Source: an optimization exercise on an open RTL-to-GDS flow (aim: small area, a short achievable clock period and few clock cycles). Production flows keep margins and buffers that such runs may drop.
Function was checked by simulation only, so behaviour that the tests miss may differ from the original.

==> flow/design.v <==
package ncc_pkg;
    localparam int MAX_WINDOW_PIXELS = 65536;
    localparam int COUNT_W = 17;    
    localparam int SUM_W   = 24;    
    localparam int SQ_W    = 32;    
    localparam int V_W     = 47;    
    localparam int M_W     = 46;    
    localparam int R_W     = 92;    
endpackage
import ncc_pkg::*;
module ncc_mul
(
    input  logic [16:0] rem,
    input  logic [15:0] root,
    input  logic [1:0]  bits,
    output logic [16:0] rem_next,
    output logic [15:0] root_next
);
    logic [18:0] rem_sh;
    logic [18:0] trial;
    logic [18:0] diff;
    assign rem_sh = {rem, bits};
    assign trial  = {root[14:0], 2'b01};
    assign diff   = rem_sh - trial;
    always_comb
    begin
        if (!diff[18])
        begin
            rem_next  = diff[16:0];
            root_next = {root[14:0], 1'b1};
        end
        else
        begin
            rem_next  = rem_sh[16:0];
            root_next = {root[14:0], 1'b0};
        end
    end
endmodule
module ncc_csa
(
    input  logic [V_W-1:0]   p,
    input  logic             n_bit,
    input  logic [SQ_W-1:0]  xv,
    input  logic             a_bit,
    input  logic [SUM_W-1:0] yv,
    output logic [2*V_W-1:0] cs
);
    logic [V_W-1:0] a, b, c, s, m;
    assign a  = {p[V_W-2:0], 1'b0};
    assign b  = n_bit ? {{(V_W-SQ_W){1'b0}}, xv} : '0;
    assign c  = a_bit ? ~{{(V_W-SUM_W){1'b0}}, yv} : '0;
    assign s  = a ^ b ^ c;
    assign m  = (a & b) | (a & c) | (b & c);
    assign cs = {s, m[V_W-2:0], a_bit};
endmodule
import ncc_pkg::*;
module ncc_ctrl
(
    input  logic               clk,
    input  logic               rst_n,
    input  logic               load,
    output logic               full,
    input  logic [COUNT_W-1:0] n_in,
    input  logic [SUM_W-1:0]   ss_in,
    input  logic [SUM_W-1:0]   st_in,
    input  logic [SQ_W-1:0]    sss_in,
    input  logic [SQ_W-1:0]    stt_in,
    input  logic [SQ_W-1:0]    sst_in,
    output logic               result_valid,
    input  logic               result_ready,
    output logic signed [15:0] correlation,
    output logic               degenerate
);
    localparam logic [2:0] ST_IDLE = 3'd0;
    localparam logic [2:0] ST_INIT = 3'd1;
    localparam logic [2:0] ST_S1   = 3'd2;
    localparam logic [2:0] ST_XFER = 3'd3;
    localparam logic [2:0] ST_S2   = 3'd4;
    localparam logic [2:0] ST_DIV  = 3'd5;
    localparam logic [2:0] ST_FIN  = 3'd6;
    localparam logic [2:0] ST_DONE = 3'd7;
    logic [2:0]         state;
    logic               full_reg;
    logic               valid_reg;
    logic [5:0]         j;
    logic [COUNT_W-1:0] n1;
    logic [SUM_W-1:0]   a1, b1;
    logic [SQ_W-1:0]    x1, x2, x3;
    logic               nb, ab, bb;
    logic [V_W-1:0]     pv, pw, pc;
    logic [M_W-1:0]     ad, ae, be;
    logic [1:0]         vh;
    logic               sub;
    logic               neg, deg;
    logic [1:0]         qb;
    logic [16:0]        rem;
    logic [15:0]        root;
    logic [15:0]        corr_reg;
    logic               deg_reg;
    logic [4:0]         k1;
    logic [SUM_W-1:0]   k1_src;
    logic [M_W-1:0]     k_src;
    logic [5:0]         k2;
    assign k1_src = SUM_W'(n1) | a1 | b1;
    always_comb
    begin
        k1 = '0;
        for (int i = 0; i < SUM_W; i++)
            if (k1_src[i])
                k1 = 5'(i);
    end
    assign k_src = pw[M_W-1:0] | (pc[M_W-1:0] ^ {M_W{pc[V_W-1]}});
    always_comb
    begin
        k2 = 6'd1;
        for (int i = 0; i < M_W - 1; i++)
            if (k_src[i])
                k2 = 6'(i + 2);
        if (k_src[M_W-1])
            k2 = 6'(M_W);
    end
    logic [4:0]         bsel;
    logic [SUM_W-1:0]   n1x;
    assign bsel = (state == ST_INIT) ? k1 : j[4:0];
    assign n1x  = SUM_W'(n1);
    logic [V_W-1:0]     x_1, y_1, x_2, y_2, x_3, y_3;
    logic               ci_1, ci_2, ci_3;
    logic [V_W:0]       sum_1, sum_2, sum_3;
    logic [V_W+V_W-1:0] cs_1, cs_2, cs_3;
    logic [93:0]        dv, dd;
    ncc_csa u_cs1 (.p(pv), .n_bit(nb), .xv(x1), .a_bit(ab), .yv(a1), .cs(cs_1));
    ncc_csa u_cs2 (.p(pw), .n_bit(nb), .xv(x2), .a_bit(bb), .yv(b1), .cs(cs_2));
    ncc_csa u_cs3 (.p(pc), .n_bit(nb), .xv(x3), .a_bit(ab), .yv(b1), .cs(cs_3));
    assign dv = {vh, ae, be};
    assign dd = {2'b00, ad, pw[M_W-1:0]} ^ {94{sub}};
    always_comb
    begin
        x_1 = cs_1[2*V_W-1:V_W];
        y_1 = cs_1[V_W-1:0];
        ci_1 = 1'b0;
        x_2 = cs_2[2*V_W-1:V_W];
        y_2 = cs_2[V_W-1:0];
        ci_2 = 1'b0;
        x_3 = cs_3[2*V_W-1:V_W];
        y_3 = cs_3[V_W-1:0];
        ci_3 = 1'b0;
        if (state == ST_XFER)
        begin
            x_3  = pc ^ {V_W{pc[V_W-1]}};
            y_3  = '0;
            ci_3 = pc[V_W-1];
        end
        if (state == ST_S2)
        begin
            x_1 = V_W'(ad);
            y_1 = pw[0] ? V_W'(pv[M_W-1:0]) : '0;
            x_2 = V_W'(ae);
            y_2 = be[0] ? V_W'(pc[M_W-1:0]) : '0;
        end
        if (state == ST_DIV)
        begin
            x_1  = dv[46:0];
            y_1  = dd[46:0];
            ci_1 = sub;
            x_2  = dv[93:47];
            y_2  = dd[93:47];
            ci_2 = sum_1[V_W];
        end
    end
    assign sum_1 = {1'b0, x_1} + {1'b0, y_1} + (V_W+1)'(ci_1);
    assign sum_2 = {1'b0, x_2} + {1'b0, y_2} + (V_W+1)'(ci_2);
    assign sum_3 = {1'b0, x_3} + {1'b0, y_3} + (V_W+1)'(ci_3);
    logic [93:0]        dsum;
    logic               q;
    assign dsum = {sum_2[V_W-1:0], sum_1[V_W-1:0]};
    assign q    = !dsum[93];
    logic [16:0]        rem_nx;
    logic [15:0]        root_nx;
    ncc_mul u_sqrt (
        .rem       (rem),
        .root      (root),
        .bits      (qb),
        .rem_next  (rem_nx),
        .root_next (root_nx)
    );
    logic [15:0]        corr_nx;
    logic               emit;
    always_comb
    begin
        if (deg)
            corr_nx = '0;
        else if (neg)
            corr_nx = -root;
        else if (root[15])
            corr_nx = 16'h7FFF;
        else
            corr_nx = root;
    end
    assign emit = (state == ST_DONE) && (!valid_reg || result_ready);
    always_ff @(posedge clk or negedge rst_n)
    begin
        if (!rst_n)
        begin
            state     <= ST_IDLE;
            full_reg  <= 1'b0;
            valid_reg <= 1'b0;
        end
        else
        begin
            if (load)
                full_reg <= 1'b1;
            if (result_ready)
                valid_reg <= 1'b0;
            if (emit)
                valid_reg <= 1'b1;
            case (state)
                ST_IDLE:
                    if (full_reg)
                        state <= ST_INIT;
                ST_INIT:
                    state <= ST_S1;
                ST_S1:
                    if (j == 6'h3F)
                    begin
                        state    <= ST_XFER;
                        full_reg <= 1'b0;
                    end
                ST_XFER:
                    state <= ((pv == '0) || (pw == '0)) ? ST_DONE : ST_S2;
                ST_S2:
                    if (j == '0)
                        state <= ST_DIV;
                ST_DIV:
                    if (j == '0)
                        state <= ST_FIN;
                ST_FIN:
                    state <= ST_DONE;
                ST_DONE:
                    if (emit)
                        state <= ST_IDLE;
                default:
                    state <= ST_IDLE;
            endcase
        end
    end
    always_ff @(posedge clk)
    begin
        if (load)
        begin
            n1 <= n_in;
            a1 <= ss_in;
            b1 <= st_in;
            x1 <= sss_in;
            x2 <= stt_in;
            x3 <= sst_in;
        end
        if ((state == ST_INIT) || (state == ST_S1))
        begin
            nb <= n1x[bsel];
            ab <= a1[bsel];
            bb <= b1[bsel];
        end
        case (state)
            ST_INIT:
            begin
                j  <= 6'(k1) - 1'b1;
                pv <= '0;
                pw <= '0;
                pc <= '0;
            end
            ST_S1:
            begin
                pv <= sum_1[V_W-1:0];
                pw <= sum_2[V_W-1:0];
                pc <= sum_3[V_W-1:0];
                j  <= j - 1'b1;
            end
            ST_XFER:
            begin
                deg <= (pv == '0) || (pw == '0);
                neg <= pc[V_W-1];
                pc  <= sum_3[V_W-1:0];
                be  <= sum_3[M_W-1:0];
                ad  <= '0;
                ae  <= '0;
                j   <= k2 - 1'b1;
            end
            ST_S2:
            begin
                ad  <= sum_1[M_W:1];
                pw  <= {1'b0, sum_1[0], pw[M_W-1:1]};
                ae  <= sum_2[M_W:1];
                be  <= {sum_2[0], be[M_W-1:1]};
                vh  <= '0;
                sub <= 1'b1;
                qb  <= '0;
                rem  <= '0;
                root <= '0;
                if (j == '0)
                    j <= 6'd30;
                else
                    j <= j - 1'b1;
            end
            ST_DIV:
            begin
                {vh, ae, be} <= {dsum[92:0], 1'b0};
                sub <= q;
                qb  <= {qb[0], q};
                if (j[0])
                begin
                    rem  <= rem_nx;
                    root <= root_nx;
                end
                j <= j - 1'b1;
            end
            ST_FIN:
            begin
                rem  <= rem_nx;
                root <= root_nx;
            end
            ST_DONE:
                if (emit)
                begin
                    corr_reg <= corr_nx;
                    deg_reg  <= deg;
                end
            default: ;
        endcase
    end
    assign full         = full_reg;
    assign result_valid = valid_reg;
    assign correlation  = $signed(corr_reg);
    assign degenerate   = deg_reg;
endmodule
import ncc_pkg::*;
module ncc_dp
(
    input  logic               clk,
    input  logic               take,       
    input  logic               first,      
    input  logic [7:0]         s,
    input  logic [7:0]         t,
    output logic [COUNT_W-1:0] n_next,
    output logic [SUM_W-1:0]   ss_next,
    output logic [SUM_W-1:0]   st_next,
    output logic [SQ_W-1:0]    sss_next,
    output logic [SQ_W-1:0]    stt_next,
    output logic [SQ_W-1:0]    sst_next
);
    logic [COUNT_W-1:0] n_reg;
    logic [SUM_W-1:0]   ss_reg, st_reg;
    logic [SQ_W-1:0]    sss_reg, stt_reg, sst_reg;
    logic               add;
    logic [7:0]         sg, tg;
    logic [15:0]        s_sq, t_sq;
    assign add = take && (first || !n_reg[COUNT_W-1]);
    assign sg  = add ? s : 8'd0;
    assign tg  = add ? t : 8'd0;
    always_comb
    begin
        s_sq = '0;
        t_sq = '0;
        for (int i = 0; i < 8; i++)
        begin
            s_sq = s_sq + (16'(sg[i]) << (2 * i));
            t_sq = t_sq + (16'(tg[i]) << (2 * i));
            for (int k = i + 1; k < 8; k++)
            begin
                s_sq = s_sq + (16'(sg[i] & sg[k]) << (i + k + 1));
                t_sq = t_sq + (16'(tg[i] & tg[k]) << (i + k + 1));
            end
        end
    end
    always_comb
    begin
        n_next   = (first ? '0 : n_reg) + COUNT_W'(add);
        ss_next  = (first ? '0 : ss_reg) + SUM_W'(sg);
        st_next  = (first ? '0 : st_reg) + SUM_W'(tg);
        sss_next = (first ? '0 : sss_reg) + SQ_W'(s_sq);
        stt_next = (first ? '0 : stt_reg) + SQ_W'(t_sq);
        sst_next = (first ? '0 : sst_reg) + SQ_W'(16'(sg) * 16'(tg));
    end
    always_ff @(posedge clk)
    begin
        n_reg   <= n_next;
        ss_reg  <= ss_next;
        st_reg  <= st_next;
        sss_reg <= sss_next;
        stt_reg <= stt_next;
        sst_reg <= sst_next;
    end
endmodule
import ncc_pkg::*;
module normalized_cross_correlation
(
    input  logic               clk,
    input  logic               rst_n,
    input  logic               pixel_valid,
    output logic               pixel_ready,
    input  logic [7:0]         scene_pixel,
    input  logic [7:0]         templ_pixel,
    input  logic               last_pixel,
    output logic               result_valid,
    input  logic               result_ready,
    output logic signed [15:0] correlation,
    output logic               degenerate
);
    logic               in_v, in_last, first;
    logic [7:0]         in_s, in_t;
    logic               hold, take, full;
    logic [COUNT_W-1:0] n_nx;
    logic [SUM_W-1:0]   ss_nx, st_nx;
    logic [SQ_W-1:0]    sss_nx, stt_nx, sst_nx;
    assign hold        = in_last && full;
    assign take        = in_v && !hold;
    assign pixel_ready = !(in_v && hold);
    always_ff @(posedge clk or negedge rst_n)
    begin
        if (!rst_n)
        begin
            in_v  <= 1'b0;
            first <= 1'b1;
        end
        else
        begin
            in_v <= (in_v && hold) || pixel_valid;
            if (take)
                first <= in_last;
        end
    end
    always_ff @(posedge clk)
    begin
        if (pixel_ready)
        begin
            in_s    <= scene_pixel;
            in_t    <= templ_pixel;
            in_last <= last_pixel;
        end
    end
    ncc_dp u_dp (
        .clk      (clk),
        .take     (take),
        .first    (first),
        .s        (in_s),
        .t        (in_t),
        .n_next   (n_nx),
        .ss_next  (ss_nx),
        .st_next  (st_nx),
        .sss_next (sss_nx),
        .stt_next (stt_nx),
        .sst_next (sst_nx)
    );
    ncc_ctrl u_post (
        .clk          (clk),
        .rst_n        (rst_n),
        .load         (take && in_last),
        .full         (full),
        .n_in         (n_nx),
        .ss_in        (ss_nx),
        .st_in        (st_nx),
        .sss_in       (sss_nx),
        .stt_in       (stt_nx),
        .sst_in       (sst_nx),
        .result_valid (result_valid),
        .result_ready (result_ready),
        .correlation  (correlation),
        .degenerate   (degenerate)
    );
endmodule
==> flow/run.sh <==
#!/bin/bash
# synth_recipe.tcl (not shown) runs the flow's synth.tcl, then flattens the netlist and writes it again
# the make line also repeats each setting of config.mk as NAME=value (left out here)
make -C /OpenROAD-flow-scripts/flow DESIGN_CONFIG=/design/flow/config.mk WORK_HOME=/design/flow/orfs CLKGATE_MAP_FILE= SYNTH_SCRIPT=/design/flow/synth_recipe.tcl finish
==> flow/config.mk <==
export PLATFORM = sky130hd
export DESIGN_NAME = normalized_cross_correlation
export DESIGN_NICKNAME = normalized_cross_correlation
export VERILOG_FILES = /design/flow/design.v
export SDC_FILE = /design/flow/constraint.sdc
export NUM_CORES = 4
export LEC_CHECK = 0
export CAP_MARGIN = 20
export CORE_MARGIN = 2
export CORE_UTILIZATION = 40
export SLEW_MARGIN = 20
==> flow/constraint.sdc <==
create_clock -name core_clock -period 11.0 [get_ports {clk}]
set_input_delay 2.2000 -clock core_clock [delete_from_list [all_inputs] [get_ports {clk}]]
set_output_delay 2.2000 -clock core_clock [all_outputs]
set_load 0.01 [all_outputs]
==> impl_metrics.toml, run 1 <==
[clock_network]
h-tree-depth = 3
clock_path_buffers = 3
cts_resized = 0
clock_sinks = 691
cts-root-buf = "clkbuf_16"
cts_tree = "built"
clock_latency_ns = 0.72
numCtsBuffers = 83
hold_buffers = 0
cts_setup_buffers = 0
path_clk_slew_ns = 0.06

[synthesis]
ys_types = 97
synth_edf_count = 523
ys_seq_area_share_pct = 37.1
yosys_warnings = 4
synth.avg_cell_area_um2 = 9.39
synth.largest_area_cell = "edfxtp_1"
synth.top_cells.by_area = "edfxtp_1 (31%), ha_1 (8.5%), fa_1 (6.7%), dfxtp_1 (6.3%), xnor2_1 (4.2%)"
ys_async_sr_fraction_pct = 1.01
synth_area_um2 = 51500
synthCells = 5482
synth_top_flop_cell = "edfxtp_1"
syn_nets = 6024
synth_seq_cells = 691
synth_top_area_share_pct = 30.5

[cells_and_area]
nets = 5934
area_growth_pct = 9.34
fin_area_um2 = 56300
largestRegisters = "u_post.pc (47), u_post.pv (47), u_post.pw (47)"
n_antenna_cell = 0
nFillCells = 12290
drive_gt1_share_pct = 4.71

[detailed_routing]
vias = 41408
firstDrtPassIters = 6
drc = 0
via_per_inst = 5.81
wire_per_inst_um = 23.5
routed_wl_mm = 168
drt-initial-drc-count = 3823
ant_nets = 0

[timing]
hold_viol_final = 0
period_minus_slack_ns = 9.14
rsz0062_at_grt = "false"
worst_slack_ns = 1.86
drv_slew = 0
finalSetupViolations = 0
setup_tns_ns = 0
tightest_slew_ns = 1.27
max_freq_mhz = 109
clock_skew_ns = 0.0434
min_period_over_period_pct = 83.1
slew_headroom_pct = 14.4

[global_routing]
antenna_found_initial = 5
grt_pass1_vias = 40493
grt_overflow = 0
grt_max_degree = 172
grt_pass1_wl_mm = 254
grt_use_total_pct = 25.3

[critical_path]
cp_slowest_stage_delay_ns = 0.79
crit_type = "reg2reg"
crit_top_cell = "a21oi_1"
critPathArrivalTime_ns = 9.53
crit_path_start_kind = "flop"
path_max_fanout = 49
cp-end-kind = "flop"
cp.required_ns = 11.39
critical-path-slowest-cell = "dfrtp_1"

[placed_design]
post-place-ws_ns = 2.03
gp_congestion = 0.947
dp_hpwl_mm = 124
port_buffers = 39
dpl-instance-area_um2 = 53500

[die]
die_w_um = 363
initial_utilization_pct = 40.3
rows = 131
dieArea_um2 = 132000
ioPinCount = 40
core_um2 = 128000
die_h_um = 363

[worst_hold_path]
hold_path.class = "reg2reg"

[status]
status = "no timing/DRC/antenna violations"

[job]
cap_viol_max_count = 0
per-layer routing:
metal / GRT usage, % / share of wire [%] / up-vias
met5: 0 / 0 / -
met4: 7.86 / 3.3 / 0
met3: 4.16 / 7.1 / 253
met2: 40.9 / 45 / 1477
met1: 34.7 / 44 / 20364
li1: - / - / 19314
synthesized netlist by cell type, types with 39 or more instances:
master,count
nor2_1,572
edfxtp_1,523
nand2_1,435
ha_1,348
o21ai_0,314
a21oi_1,311
xnor2_1,247
inv_1,246
clkbuf_1,222
and2_1,191
xor2_1,191
nor2b_1,182
fa_1,173
dfxtp_1,161
mux2i_1,141
o22ai_1,113
nor3_1,100
and3_1,99
nand3_1,96
a21o_1,85
nand2b_1,64
o21a_1,54
or3_1,53
o21bai_1,42
a211oi_1,41
a31oi_1,39
layout by cell type, fill, tap and decap left out, drive strengths merged, types with 39 or more instances in the layout:
cell / count
nor2: 572
edfxtp: 523
nand2: 435
ha: 348
o21ai: 328
a21oi: 312
inv: 254
xnor2: 247
xor2: 192
and2: 191
nor2b: 182
fa: 173
dfxtp: 161
mux2i: 141
o22ai: 114
clkbuf: 110
nor3: 100
and3: 99
nand3: 96
a21o: 85
nand2b: 64
buf: 62
o21a: 54
or3: 53
a211oi: 43
o21bai: 42
a31oi: 40
clkdlybuf4s50: 39
path summary, 6_finish.rpt:
path	slack (ns)	to	startpoint	cells after the start
setup / recovery	1.86	u_post.ae[41]$_DFFE_PP_	u_post.state[2]$_DFFE_PN0P_	32
hold / removal	0.50	u_dp.sss_reg[23]$_DFF_P_	u_dp.sss_reg[23]$_DFF_P_	2
setup reg to reg	1.86	u_post.ae[41]$_DFFE_PP_	u_post.state[2]$_DFFE_PN0P_	32
hold reg to reg	0.50	u_dp.sss_reg[23]$_DFF_P_	u_dp.sss_reg[23]$_DFF_P_	2
max in group asynchronous	8.32	u_post.state[0]$_DFFE_PN0P_	rst_n	1
min in group asynchronous	2.00	u_post.valid_reg$_DFFE_PN0P_	rst_n	1
critical path, delay by kind of cell (launching register included):
family | cells | cell delay [ns]
compound gates | 20 | 4.66
xor+xnor | 1 | 0.29
fa+ha+maj | 3 | 1.01
buf+inv | 3 | 0.83
flops | 1 | 0.79
simple gates | 5 | 1.19
cell type report:
class,instances,area (um^2),area share (%)
Tap cell,1662,2080,3.69
Timing Repair Buffer,102,933,1.66
Clock inverter,45,433,0.769
Clock buffer,109,2320,4.12
Sequential cell,691,19100,34.0
Inverter,248,933,1.66
Multi-Input combinational cell,4266,30500,54.1
cell families after synthesis:
logic type	after synthesis	synth area share, %
AND/OR/NAND/NOR	1918	18.1
AO/OA/AOI/OAI	1243	15.4
flip-flops	691	37.1
buffers and inverters	525	3.94
adder cells (fa/ha/maj)	521	15.2
XOR/XNOR	439	7.48
multiplexers	145	2.83
metrics by stage:
step           util [%]  instances  hold slack [ns]
2_1_floorplan         -       5482            0.421
3_3_place_gp       41.9       6966            0.477
3_5_place_dp       41.9       6966            0.491
4_1_cts            44.0       7120            0.499
5_1_grt            44.1       7123            0.527
6_report           44.1       7123            0.504
Testbench counts, summed over its fixed seeds: cycles 45,234.
==> run 2, diff against run 1 <==
--- a/flow/config.mk
+++ b/flow/config.mk
@@ -8,4 +8,5 @@
 export CAP_MARGIN = 20
 export CORE_MARGIN = 2
 export CORE_UTILIZATION = 40
+export SETUP_SLACK_MARGIN = 5
 export SLEW_MARGIN = 20
==> run 2 against run 1 <==
Net effect: still clean; worst setup slack improved by 1.9 ns; register-to-register slack improved by 1.9 ns; clock-buffer cell count grew 1; non-clock buffer count rose by 149; first-iteration DRC count grew 0.55%; die area did not move; global-route usage up 1.0 points; cell area grew 6.9%; sequential cell count stayed put; area after synthesis unchanged.
==> impl_metrics.toml, run 2 <==
[cells_and_area]
largestRegisters = "u_post.pc (47), u_post.pv (47), u_post.pw (47)"
multi_input_area_um2 = 32600
area_growth_pct = 16.9
mostFrequentLayoutCells = "nor2_1 (547), edfxtp_1 (523), nand2_1 (412)"
fin_area_um2 = 60200
finalCoreUtilization_pct = 47.1
nFillCells = 11869
nets = 6087
final_common_cell = "nor2_1"
ff_latch_area_um2 = 19100
n_antenna_cell = 0
drive_gt1_share_pct = 12.8

[critical_path]
cp.required_ns = 11.40
crit_type = "reg2reg"
critPathArrivalTime_ns = 7.67
crit_top_cell = "o21a_1"
reg2reg_from = "u_post.state[0]$_DFFE_PN0P_"
cp-end-kind = "flop"
r2r_slack_ns = 3.73
cp_slowest_stage_delay_ns = 0.64
crit_path_start_kind = "flop"
path_max_fanout = 28
critical-path-slowest-cell = "dfrtp_4"
r2r.worst_path.cells = 32
r2r-end = "u_post.pw[46]$_DFFE_PP_"
path_delay_family = "compound AO/OA/AOI/OAI gates"
crit_buf_inv = 4
worst-path-stages = 32

[die]
rows = 131
die_h_um = 363
die_w_um = 363
ioPinCount = 40
core_um2 = 128000
initial_utilization_pct = 40.3
dieArea_um2 = 132000

[worst_hold_path]
hold_path.startpoint = "u_dp.stt_reg[18]$_DFF_P_"
hold_path.class = "reg2reg"
hold_path_end = "u_dp.stt_reg[18]$_DFF_P_"
min_path_cells = 2

[timing]
min_period_over_period_pct = 66.1
hold_viol_final = 0
period_minus_slack_ns = 7.27
slew_headroom_pct = 19.4
clock_skew_ns = 0.0402
tightest_slew_ns = 1.20
drv_slew = 0
setup_tns_ns = 0
rsz0062_at_grt = "true"
fin_hold_ws_ns = 0.511
finalSetupViolations = 0
max_freq_mhz = 138

[status]
status = "no timing/DRC/antenna violations"

[global_routing]
grt_pass1_wl_mm = 264
grt_max_degree = 128
grt_use_total_pct = 26.3
grt_pass1_vias = 42107
antenna_found_initial = 5
grt_overflow = 0

[placed_design]
dp_hpwl_mm = 124
gp_congestion = 0.959
dpl-instance-area_um2 = 53600
port_buffers = 39

[synthesis]
synth_seq_cells = 691
synth_top_area_share_pct = 30.5
synth.most_common_cell = "nor2_1"
ys_top_cells_by_count = "nor2_1 (572), edfxtp_1 (523), nand2_1 (435), ha_1 (348), o21ai_0 (314)"
synth.avg_cell_area_um2 = 9.39
yosys_warnings = 4
ys_types = 97
synth_top_flop_cell = "edfxtp_1"
synth.top_cells.by_area = "edfxtp_1 (31%), ha_1 (8.5%), fa_1 (6.7%), dfxtp_1 (6.3%), xnor2_1 (4.2%)"
ys_seq_area_share_pct = 37.1
synth.largest_area_cell = "edfxtp_1"
synthCells = 5482
ys_async_sr_fraction_pct = 1.01
syn_nets = 6024
synth_edf_count = 523
synth_area_um2 = 51500

[clock_network]
clock_latency_ns = 0.71
h-tree-depth = 3
numCtsBuffers = 82
cts-root-buf = "clkbuf_16"
clock_sinks = 691
cts_tree = "built"
clock_path_buffers = 3
path_clk_slew_ns = 0.06
hold_buffers = 0

[detailed_routing]
vias = 42923
via_per_inst = 5.90
wire_per_inst_um = 24.3
drc = 0
routed_wl_mm = 177
drt-initial-drc-count = 3844
ant_nets = 0
firstDrtPassIters = 5

[job]
cap_viol_max_count = 0
## run 2: final cells by class
type	instances	area share [%]
Clock buffer	110	3.88
Tap cell	1662	3.46
Multi-Input combinational cell	4270	54.3
Inverter	248	1.59
Clock inverter	42	0.851
Timing Repair Buffer	251	4.18
Timing Repair inverter	1	0.0125
Sequential cell	691	31.8
## run 2: worst max path at each step
stage                     slack [ns]                        start                  endpoint
after floorplan                 3.45          u_post.ab$_DFFE_PP_  u_post.sub$_SDFFCE_PN1N_
after global placement          2.32  u_post.state[2]$_DFFE_PN0P_   u_post.ae[44]$_DFFE_PP_
after detailed placement        2.19  u_post.state[2]$_DFFE_PN0P_   u_post.ae[44]$_DFFE_PP_
after CTS                       3.91          u_post.ab$_DFFE_PP_   u_post.ae[42]$_DFFE_PP_
after global routing            3.54          u_post.ab$_DFFE_PP_   u_post.pw[46]$_DFFE_PP_
final                           3.73  u_post.state[0]$_DFFE_PN0P_   u_post.pw[46]$_DFFE_PP_
## run 2: timing repair
action	4_1_cts	5_1_grt
endpoints found under the setup margin	285	201
gates cloned	13	0
resized for setup	278	202
setup buffers	105	42
pin swaps	139	154
endpoints found under the hold margin	0	0
## run 2: worst reg2reg max path, delay by kind of cell (launching register included)
family,cells,cell delay [ns]
DFF,1,0.64
buffers and inverters,4,0.88
AOI/OAI and AO/OA,20,4.15
xor gates and xnor gates,1,0.14
adders and majority gates,3,0.78
and+or+nand+nor,4,0.42
## run 2: routing by layer
layer  share of wire (%)  vias to the layer above  global-route usage (%)
li1                    -                    19614                       -
met1                  43                    21283                    35.8
met2                  46                     1685                    42.1
met3                 7.7                      337                    4.72
met4                 3.8                        4                    9.36
met5               0.017                        -                       0
## run 2: cell families after synthesis
family	count (synthesis)	synth area share (%)
AOI/OAI and AO/OA	1243	15.4
xor gates and xnor gates	439	7.48
adders and majority gates	521	15.2
buffers and inverters	525	3.94
DFF	691	37.1
muxes	145	2.83
and+or+nand+nor	1918	18.1
## run 2: through the flow
stage          instances  worst slack (ns)
2_1_floorplan       5482              3.45
3_3_place_gp        6963              2.32
3_5_place_dp        6963              2.19
4_1_cts             7233              3.91
5_1_grt             7275              3.54
6_report            7275              3.73
==> run 3, diff against run 2 <==
--- a/flow/design.v
+++ b/flow/design.v
@@ -36,22 +36,60 @@
         end
     end
 endmodule
-module ncc_csa
+module ncc_add
+#(
+    parameter int W       = 47,
+    parameter bit LATE_CI = 1'b0
+)
 (
-    input  logic [V_W-1:0]   p,
-    input  logic             n_bit,
-    input  logic [SQ_W-1:0]  xv,
-    input  logic             a_bit,
-    input  logic [SUM_W-1:0] yv,
-    output logic [2*V_W-1:0] cs
+    input  logic [W-1:0] a,
+    input  logic [W-1:0] b,
+    input  logic         ci,
+    output logic [W:0]   s
 );
-    logic [V_W-1:0] a, b, c, s, m;
-    assign a  = {p[V_W-2:0], 1'b0};
-    assign b  = n_bit ? {{(V_W-SQ_W){1'b0}}, xv} : '0;
-    assign c  = a_bit ? ~{{(V_W-SUM_W){1'b0}}, yv} : '0;
-    assign s  = a ^ b ^ c;
-    assign m  = (a & b) | (a & c) | (b & c);
-    assign cs = {s, m[V_W-2:0], a_bit};
+    localparam int L = 6;    
+    logic [W:0] g [0:2*L];
+    logic [W:0] p [0:2*L];
+    logic [W:0] c;
+    always_comb
+    begin
+        g[0][0] = LATE_CI ? 1'b0 : ci;
+        p[0][0] = LATE_CI;
+        for (int i = 0; i < W; i++)
+        begin
+            g[0][i+1] = a[i] & b[i];
+            p[0][i+1] = a[i] ^ b[i];
+        end
+        for (int l = 0; l < L; l++)
+        begin
+            g[l+1] = g[l];
+            p[l+1] = p[l];
+            for (int i = 0; i <= W; i++)
+                if (((i + 1) % (1 << (l + 1))) == 0)
+                begin
+                    g[l+1][i] = g[l][i] | (p[l][i] & g[l][i-(1<<l)]);
+                    p[l+1][i] = p[l][i] & p[l][i-(1<<l)];
+                end
+        end
+        for (int l = L - 2; l >= 0; l--)
+        begin
+            g[2*L-1-l] = g[2*L-2-l];
+            p[2*L-1-l] = p[2*L-2-l];
+            for (int i = 0; i <= W; i++)
+                if ((((i + 1) % (1 << (l + 1))) == (1 << l)) && (i >= (1 << (l + 1))))
+                begin
+                    g[2*L-1-l][i] = g[2*L-2-l][i] | (p[2*L-2-l][i] & g[2*L-2-l][i-(1<<l)]);
+                    p[2*L-1-l][i] = p[2*L-2-l][i] & p[2*L-2-l][i-(1<<l)];
+                end
+        end
+        g[2*L] = g[2*L-1];
+        p[2*L] = p[2*L-1];
+        for (int i = 0; i <= W; i++)
+            c[i] = LATE_CI ? (g[2*L][i] | (p[2*L][i] & ci)) : g[2*L][i];
+        for (int i = 0; i < W; i++)
+            s[i] = p[0][i+1] ^ c[i];
+        s[W] = c[W];
+    end
 endmodule
 import ncc_pkg::*;
 module ncc_ctrl
@@ -87,6 +125,7 @@
     logic [SUM_W-1:0]   a1, b1;
     logic [SQ_W-1:0]    x1, x2, x3;
     logic               nb, ab, bb;
+    logic               ph;
     logic [V_W-1:0]     pv, pw, pc;
     logic [M_W-1:0]     ad, ae, be;
     logic [1:0]         vh;
@@ -126,50 +165,44 @@
     logic [V_W-1:0]     x_1, y_1, x_2, y_2, x_3, y_3;
     logic               ci_1, ci_2, ci_3;
     logic [V_W:0]       sum_1, sum_2, sum_3;
-    logic [V_W+V_W-1:0] cs_1, cs_2, cs_3;
     logic [93:0]        dv, dd;
-    ncc_csa u_cs1 (.p(pv), .n_bit(nb), .xv(x1), .a_bit(ab), .yv(a1), .cs(cs_1));
-    ncc_csa u_cs2 (.p(pw), .n_bit(nb), .xv(x2), .a_bit(bb), .yv(b1), .cs(cs_2));
-    ncc_csa u_cs3 (.p(pc), .n_bit(nb), .xv(x3), .a_bit(ab), .yv(b1), .cs(cs_3));
     assign dv = {vh, ae, be};
     assign dd = {2'b00, ad, pw[M_W-1:0]} ^ {94{sub}};
+    logic               s1a, s1b, s2, dvs, xfer;
+    assign s1a  = (state == ST_S1) && !ph;
+    assign s1b  = (state == ST_S1) && ph;
+    assign s2   = (state == ST_S2);
+    assign dvs  = (state == ST_DIV);
+    assign xfer = (state == ST_XFER);
     always_comb
     begin
-        x_1 = cs_1[2*V_W-1:V_W];
-        y_1 = cs_1[V_W-1:0];
-        ci_1 = 1'b0;
-        x_2 = cs_2[2*V_W-1:V_W];
-        y_2 = cs_2[V_W-1:0];
-        ci_2 = 1'b0;
-        x_3 = cs_3[2*V_W-1:V_W];
-        y_3 = cs_3[V_W-1:0];
-        ci_3 = 1'b0;
-        if (state == ST_XFER)
-        begin
-            x_3  = pc ^ {V_W{pc[V_W-1]}};
-            y_3  = '0;
-            ci_3 = pc[V_W-1];
-        end
-        if (state == ST_S2)
-        begin
-            x_1 = V_W'(ad);
-            y_1 = pw[0] ? V_W'(pv[M_W-1:0]) : '0;
-            x_2 = V_W'(ae);
-            y_2 = be[0] ? V_W'(pc[M_W-1:0]) : '0;
-        end
-        if (state == ST_DIV)
-        begin
-            x_1  = dv[46:0];
-            y_1  = dd[46:0];
-            ci_1 = sub;
-            x_2  = dv[93:47];
-            y_2  = dd[93:47];
-            ci_2 = sum_1[V_W];
-        end
-    end
-    assign sum_1 = {1'b0, x_1} + {1'b0, y_1} + (V_W+1)'(ci_1);
-    assign sum_2 = {1'b0, x_2} + {1'b0, y_2} + (V_W+1)'(ci_2);
-    assign sum_3 = {1'b0, x_3} + {1'b0, y_3} + (V_W+1)'(ci_3);
+        x_1  = ({V_W{s1a}} & {pv[V_W-2:0], 1'b0})
+             | ({V_W{s1b}} & pv)
+             | ({V_W{s2}}  & V_W'(ad))
+             | ({V_W{dvs}} & dv[46:0]);
+        y_1  = ({V_W{s1a && nb}} & V_W'(x1))
+             | ({V_W{s1b && ab}} & ~(V_W'(a1)))
+             | ({V_W{s2 && pw[0]}} & V_W'(pv[M_W-1:0]))
+             | ({V_W{dvs}} & dd[46:0]);
+        ci_1 = (s1b && ab) || (dvs && sub);
+        x_2  = ({V_W{s1a}} & {pw[V_W-2:0], 1'b0})
+             | ({V_W{s1b}} & pw)
+             | ({V_W{s2}}  & V_W'(ae))
+             | ({V_W{dvs}} & dv[93:47]);
+        y_2  = ({V_W{s1a && nb}} & V_W'(x2))
+             | ({V_W{s1b && bb}} & ~(V_W'(b1)))
+             | ({V_W{s2 && be[0]}} & V_W'(pc[M_W-1:0]))
+             | ({V_W{dvs}} & dd[93:47]);
+        ci_2 = (s1b && bb) || (dvs && sum_1[V_W]);
+        x_3  = ({V_W{s1a}} & {pc[V_W-2:0], 1'b0})
+             | ({V_W{s1b || xfer}} & (pc ^ {V_W{xfer && pc[V_W-1]}}));
+        y_3  = ({V_W{s1a && nb}} & V_W'(x3))
+             | ({V_W{s1b && ab}} & ~(V_W'(b1)));
+        ci_3 = (s1b && ab) || (xfer && pc[V_W-1]);
+    end
+    ncc_add #(.W(V_W), .LATE_CI(1'b0)) u_lane1 (.a(x_1), .b(y_1), .ci(ci_1), .s(sum_1));
+    ncc_add #(.W(V_W), .LATE_CI(1'b1)) u_lane2 (.a(x_2), .b(y_2), .ci(ci_2), .s(sum_2));
+    ncc_add #(.W(V_W), .LATE_CI(1'b0)) u_lane3 (.a(x_3), .b(y_3), .ci(ci_3), .s(sum_3));
     logic [93:0]        dsum;
     logic               q;
     assign dsum = {sum_2[V_W-1:0], sum_1[V_W-1:0]};
@@ -220,7 +253,7 @@
                 ST_INIT:
                     state <= ST_S1;
                 ST_S1:
-                    if (j == 6'h3F)
+                    if (ph && (j == 6'h3F))
                     begin
                         state    <= ST_XFER;
                         full_reg <= 1'b0;
@@ -254,7 +287,7 @@
             x2 <= stt_in;
             x3 <= sst_in;
         end
-        if ((state == ST_INIT) || (state == ST_S1))
+        if ((state == ST_INIT) || s1b)
         begin
             nb <= n1x[bsel];
             ab <= a1[bsel];
@@ -263,6 +296,7 @@
         case (state)
             ST_INIT:
             begin
+                ph <= 1'b0;
                 j  <= 6'(k1) - 1'b1;
                 pv <= '0;
                 pw <= '0;
@@ -273,7 +307,9 @@
                 pv <= sum_1[V_W-1:0];
                 pw <= sum_2[V_W-1:0];
                 pc <= sum_3[V_W-1:0];
-                j  <= j - 1'b1;
+                ph <= !ph;
+                if (ph)
+                    j <= j - 1'b1;
             end
             ST_XFER:
             begin
@@ -336,7 +372,7 @@
 module ncc_dp
 (
     input  logic               clk,
-    input  logic               take,       
+    input  logic               cnt,        
     input  logic               first,      
     input  logic [7:0]         s,
     input  logic [7:0]         t,
@@ -350,12 +386,10 @@
     logic [COUNT_W-1:0] n_reg;
     logic [SUM_W-1:0]   ss_reg, st_reg;
     logic [SQ_W-1:0]    sss_reg, stt_reg, sst_reg;
-    logic               add;
     logic [7:0]         sg, tg;
     logic [15:0]        s_sq, t_sq;
-    assign add = take && (first || !n_reg[COUNT_W-1]);
-    assign sg  = add ? s : 8'd0;
-    assign tg  = add ? t : 8'd0;
+    assign sg = s;
+    assign tg = t;
     always_comb
     begin
         s_sq = '0;
@@ -373,7 +407,7 @@
     end
     always_comb
     begin
-        n_next   = (first ? '0 : n_reg) + COUNT_W'(add);
+        n_next   = (first ? '0 : n_reg) + COUNT_W'(cnt);
         ss_next  = (first ? '0 : ss_reg) + SUM_W'(sg);
         st_next  = (first ? '0 : st_reg) + SUM_W'(tg);
         sss_next = (first ? '0 : sss_reg) + SQ_W'(s_sq);
@@ -405,41 +439,45 @@
     output logic signed [15:0] correlation,
     output logic               degenerate
 );
-    logic               in_v, in_last, first;
+    logic               in_v, in_c, in_last;
     logic [7:0]         in_s, in_t;
-    logic               hold, take, full;
+    logic               first, pend, full;
+    logic               accept, close, load, first_nx, use_nx;
     logic [COUNT_W-1:0] n_nx;
     logic [SUM_W-1:0]   ss_nx, st_nx;
     logic [SQ_W-1:0]    sss_nx, stt_nx, sst_nx;
-    assign hold        = in_last && full;
-    assign take        = in_v && !hold;
-    assign pixel_ready = !(in_v && hold);
+    assign close       = in_v && in_last;
+    assign pixel_ready = !(pend || (close && full));
+    assign accept      = pixel_valid && pixel_ready;
+    assign load        = (close || pend) && !full;
+    assign first_nx    = load || (first && !in_v);
+    assign use_nx      = first_nx || !n_nx[COUNT_W-1];
     always_ff @(posedge clk or negedge rst_n)
     begin
         if (!rst_n)
         begin
             in_v  <= 1'b0;
+            in_c  <= 1'b0;
             first <= 1'b1;
+            pend  <= 1'b0;
         end
         else
         begin
-            in_v <= (in_v && hold) || pixel_valid;
-            if (take)
-                first <= in_last;
+            in_v  <= accept;
+            in_c  <= accept && use_nx;
+            first <= first_nx;
+            pend  <= (close || pend) && full;
         end
     end
     always_ff @(posedge clk)
     begin
-        if (pixel_ready)
-        begin
-            in_s    <= scene_pixel;
-            in_t    <= templ_pixel;
-            in_last <= last_pixel;
-        end
+        in_s    <= (accept && use_nx) ? scene_pixel : 8'd0;
+        in_t    <= (accept && use_nx) ? templ_pixel : 8'd0;
+        in_last <= last_pixel;
     end
     ncc_dp u_dp (
         .clk      (clk),
-        .take     (take),
+        .cnt      (in_c),
         .first    (first),
         .s        (in_s),
         .t        (in_t),
@@ -453,7 +491,7 @@
     ncc_ctrl u_post (
         .clk          (clk),
         .rst_n        (rst_n),
-        .load         (take && in_last),
+        .load         (load),
         .full         (full),
         .n_in         (n_nx),
         .ss_in        (ss_nx),
==> run 3 against run 2 <==
Net effect: global-route usage is 1.8 points lower; hold slack worse by 0.063 ns; critical path depth fell by 11; non-clock buffer count is 99 lower; area after synthesis shrank 5.8%; wire length decreased by 9.8%; worst setup slack improved by 1.4 ns; highest routed layer unchanged; via count fell by 7.9%.
==> impl_metrics.toml, run 3 <==
[critical_path]
critPathArrivalTime_ns = 6.27
cp-end-kind = "flop"
crit_buf_inv = 5
r2r.worst_path.cells = 21
crit_type = "reg2reg"
cp_slowest_stage_delay_ns = 0.60
r2r-end = "u_post.ae[44]$_DFFE_PP_"
reg2reg_from = "u_post.state[0]$_DFFE_PN0P_"
r2r_slack_ns = 5.10
path_max_fanout = 20
cp.required_ns = 11.37
path_delay_family = "simple AND/OR/NAND/NOR gates"
crit_path_start_kind = "flop"
path_cells = "clkinv_16 -> buf_16 -> and3_4 -> buf_4 -> nand2_8 -> buf_6 -> o22ai_1 -> a221o_1 -> ha_1 -> nand4_1 -> or4_4 -> nor2_2 -> and3_1 -> nand4_1 -> a211oi_4 -> buf_4 -> o21ai_1 -> o311a_1 -> o21bai_2 -> xnor2_1 -> o22ai_1"
critical-path-slowest-cell = "dfrtp_4"

[synthesis]
synth_top_area_share_pct = 31.4
synth_area_um2 = 48500
ys_seq_area_share_pct = 39.2
synthCells = 5047
synth_edf_count = 507
ys_types = 86
synth_fa_ha_area_share_pct = 12.9
syn_nets = 5494
yosys.area_share.simple_pct = 15.3
synth_compound_area_share_pct = 15.4
ys_async_sr_fraction_pct = 1.30
synth.largest_area_cell = "edfxtp_1"
ys_top_cells_by_count = "edfxtp_1 (507), nor2_1 (500), nand2_1 (402), ha_1 (303), inv_1 (271)"
synth.most_common_cell = "edfxtp_1"
muxShareOfSynthArea_pct = 5.65
synth_top_family_by_area = "compound AO/OA/AOI/OAI gates"
synth.avg_cell_area_um2 = 9.61
synth_seq_cells = 694
yosys_warnings = 10
synth.top_cells.by_area = "edfxtp_1 (31%), ha_1 (7.8%), dfxtp_1 (7.3%), fa_1 (5.1%), mux2i_1 (4.6%)"
synth_xor_area_share_pct = 6.88
synth_top_flop_cell = "edfxtp_1"

[detailed_routing]
via_per_inst = 5.95
vias = 39525
drt-initial-drc-count = 4355
drc = 0
firstDrtPassIters = 8
wire_per_inst_um = 24.0
routed_wl_mm = 160
ant_nets = 0

[status]
status = "no timing/DRC/antenna violations"

[cells_and_area]
fin_cells = 6645
final_common_cell = "edfxtp_1"
nets = 5412
largestRegisters = "u_post.pc (47), u_post.pv (47), u_post.pw (47)"
nFillCells = 11430
mostFrequentLayoutCells = "edfxtp_1 (507), nor2_1 (491), nand2_1 (393)"
area_growth_pct = 11.8
drive_gt1_share_pct = 7.69

[clock_network]
clock_sinks = 694
clock_latency_ns = 0.66
h-tree-depth = 3
numCtsBuffers = 79
cts-root-buf = "clkbuf_16"
hold_buffers = 0
cts_tree = "built"
path_clk_slew_ns = 0.07
clock_path_buffers = 3

[placed_design]
port_buffers = 39
dp_cells = 6432
dp_hpwl_mm = 112
gp_congestion = 0.941
post-place-ws_ns = 3.08

[timing]
slew_headroom_pct = 17.2
finalSetupViolations = 0
worst_slack_ns = 5.10
drv_slew = 0
max_freq_mhz = 169
period_minus_slack_ns = 5.90
hold_viol_final = 0
setup_tns_ns = 0
min_period_over_period_pct = 53.7
tightest_slew_ns = 1.23
rsz0062_at_grt = "false"
clock_skew_ns = 0.0343

[worst_hold_path]
hold_path_end = "first$_DFF_PN1_"
hold_path.class = "reg2reg"
hold_path.startpoint = "in_v$_DFF_PN0_"
min_path_cells = 1

[global_routing]
grt_pass1_wl_mm = 237
grt_overflow = 0
grt_use_total_pct = 24.6
antenna_found_initial = 1
grt_max_degree = 132
grt_pass1_vias = 37776

[die]
die_h_um = 352
dieArea_um2 = 124000
rows = 127
initial_utilization_pct = 40.4
ioPinCount = 40
die_w_um = 352
core_um2 = 120000

[job]
cap_viol_max_count = 0
[run 3: cell count changes after synthesis, moves of 45 or more]
cell	before	now
and3_1	99	44
and2_1	191	83
ha_1	348	303
fa_1	173	123
a21oi_1	311	220
nor2_1	572	500
o21ai_0	314	248
mux2i_1	141	221
o22ai_1	113	165
nor2b_1	182	104
a211oi_1	41	87
[run 3: layout make-up]
| type | instances | area [um^2] | area share [%] |
|---|---|---|---|
| Multi-Input combinational cell | 3765 | 27800 | 51.3 |
| Sequential cell | 694 | 19100 | 35.1 |
| Clock buffer | 110 | 2260 | 4.17 |
| Tap cell | 1612 | 2020 | 3.72 |
| Timing Repair Buffer | 152 | 1610 | 2.97 |
| Inverter | 272 | 1050 | 1.95 |
| Clock inverter | 36 | 379 | 0.699 |
| Timing Repair inverter | 1 | 11.3 | 0.0208 |
| Antenna cell | 3 | 7.51 | 0.0138 |
[run 3: worst max-delay path by stage]
stage                                            from                      end  depth (start not counted)
after global placement    u_post.state[0]$_DFFE_PN0P_  u_post.be[45]$_DFFE_PP_                         21
final                     u_post.state[0]$_DFFE_PN0P_  u_post.ae[44]$_DFFE_PP_                         21
after global routing                  first$_DFF_PN1_  u_post.x3[28]$_DFFE_PP_                         22
after CTS                 u_post.state[2]$_DFFE_PN0P_  u_post.be[45]$_DFFE_PP_                         24
after detailed placement  u_post.state[0]$_DFFE_PN0P_  u_post.be[45]$_DFFE_PP_                         26
after floorplan                       first$_DFF_PN1_  u_post.x3[26]$_DFFE_PP_                         25
[run 3: cells by family after synthesis]
family / after synthesis
compound gates: 1138
simple gates: 1569
buf+inv: 592
flops: 694
mux: 247
xor+xnor: 381
fa+ha+maj: 426
[run 3: through the flow]
step                instance area, um^2  utilization (%)  hold slack, ns
finish                            54200             45.1           0.449
global route                      54200             45.1           0.456
CTS                               53500             44.6           0.445
detailed placement                50200             41.8           0.438
global placement                  50200             41.8           0.435
floorplan                         48500                -           0.421
[run 3: repair_timing]
action	4_1_cts	5_1_grt
hold endpoints to repair	0	0
setup buffers	25	29
gates resized for setup	92	86
endpoints found under the setup margin	331	195
pin swaps	10	21
gates cloned	4	6
[run 3: routing by layer]
layer | up-vias | part of all wire [%] | global-route usage, %
met4 | 2 | 4.6 | 10.0
met5 | - | 0.0075 | 0
met2 | 1820 | 46 | 39.9
met1 | 19269 | 41 | 32.9
met3 | 365 | 8.3 | 3.44
li1 | 18069 | - | -
[run 3: worst register-to-register path, cell delays in order, from the launching register on]
cell	delay, ns
dfrtp_4	0.60
clkinv_16	0.16
buf_16	0.20
and3_4	0.21
buf_4	0.16
nand2_8	0.19
buf_6	0.27
o22ai_1	0.13
a221o_1	0.33
ha_1	0.37
nand4_1	0.23
or4_4	0.58
nor2_2	0.18
and3_1	0.20
nand4_1	0.22
a211oi_4	0.27
buf_4	0.20
o21ai_1	0.17
o311a_1	0.40
o21bai_2	0.15
xnor2_1	0.22
o22ai_1	0.14
Testbench counts of run 3, summed over its fixed seeds: cycles 47,345.

## afterwards: timing with drivers on the ports
No port has a modelled driver above. Below, the same layouts with a new extraction and two added sets of constraints.
Step 1, drivers: a clkbuf_16 drives clk and a buf_2 each remaining input, both assumed.
Step 2 moves the port delays by t, midway between the first and last clock arrival at a register: inputs arrive t later, outputs are due t later. That takes back most of the time a late clock gives input paths.
a / b / c = no drivers / after step 1 / after step 2; a / b = the first two.
| run | t (ns) | setup WS [ns] | clock arrival spread, ns | worst register clock-pin slew, ns |
|---|---|---|---|---|
| run 1 | 0.768 | 1.864 / 1.864 / 1.864 | 0.044 / 0.043 | 0.07 / 0.07 |
| run 2 | 0.766 | 3.728 / 3.728 / 3.728 | 0.040 / 0.040 | 0.07 / 0.07 |
| run 3 | 0.718 | 5.098 / 5.098 / 5.098 | 0.035 / 0.035 | 0.07 / 0.07 |
After both steps every run listed still meets setup and hold.
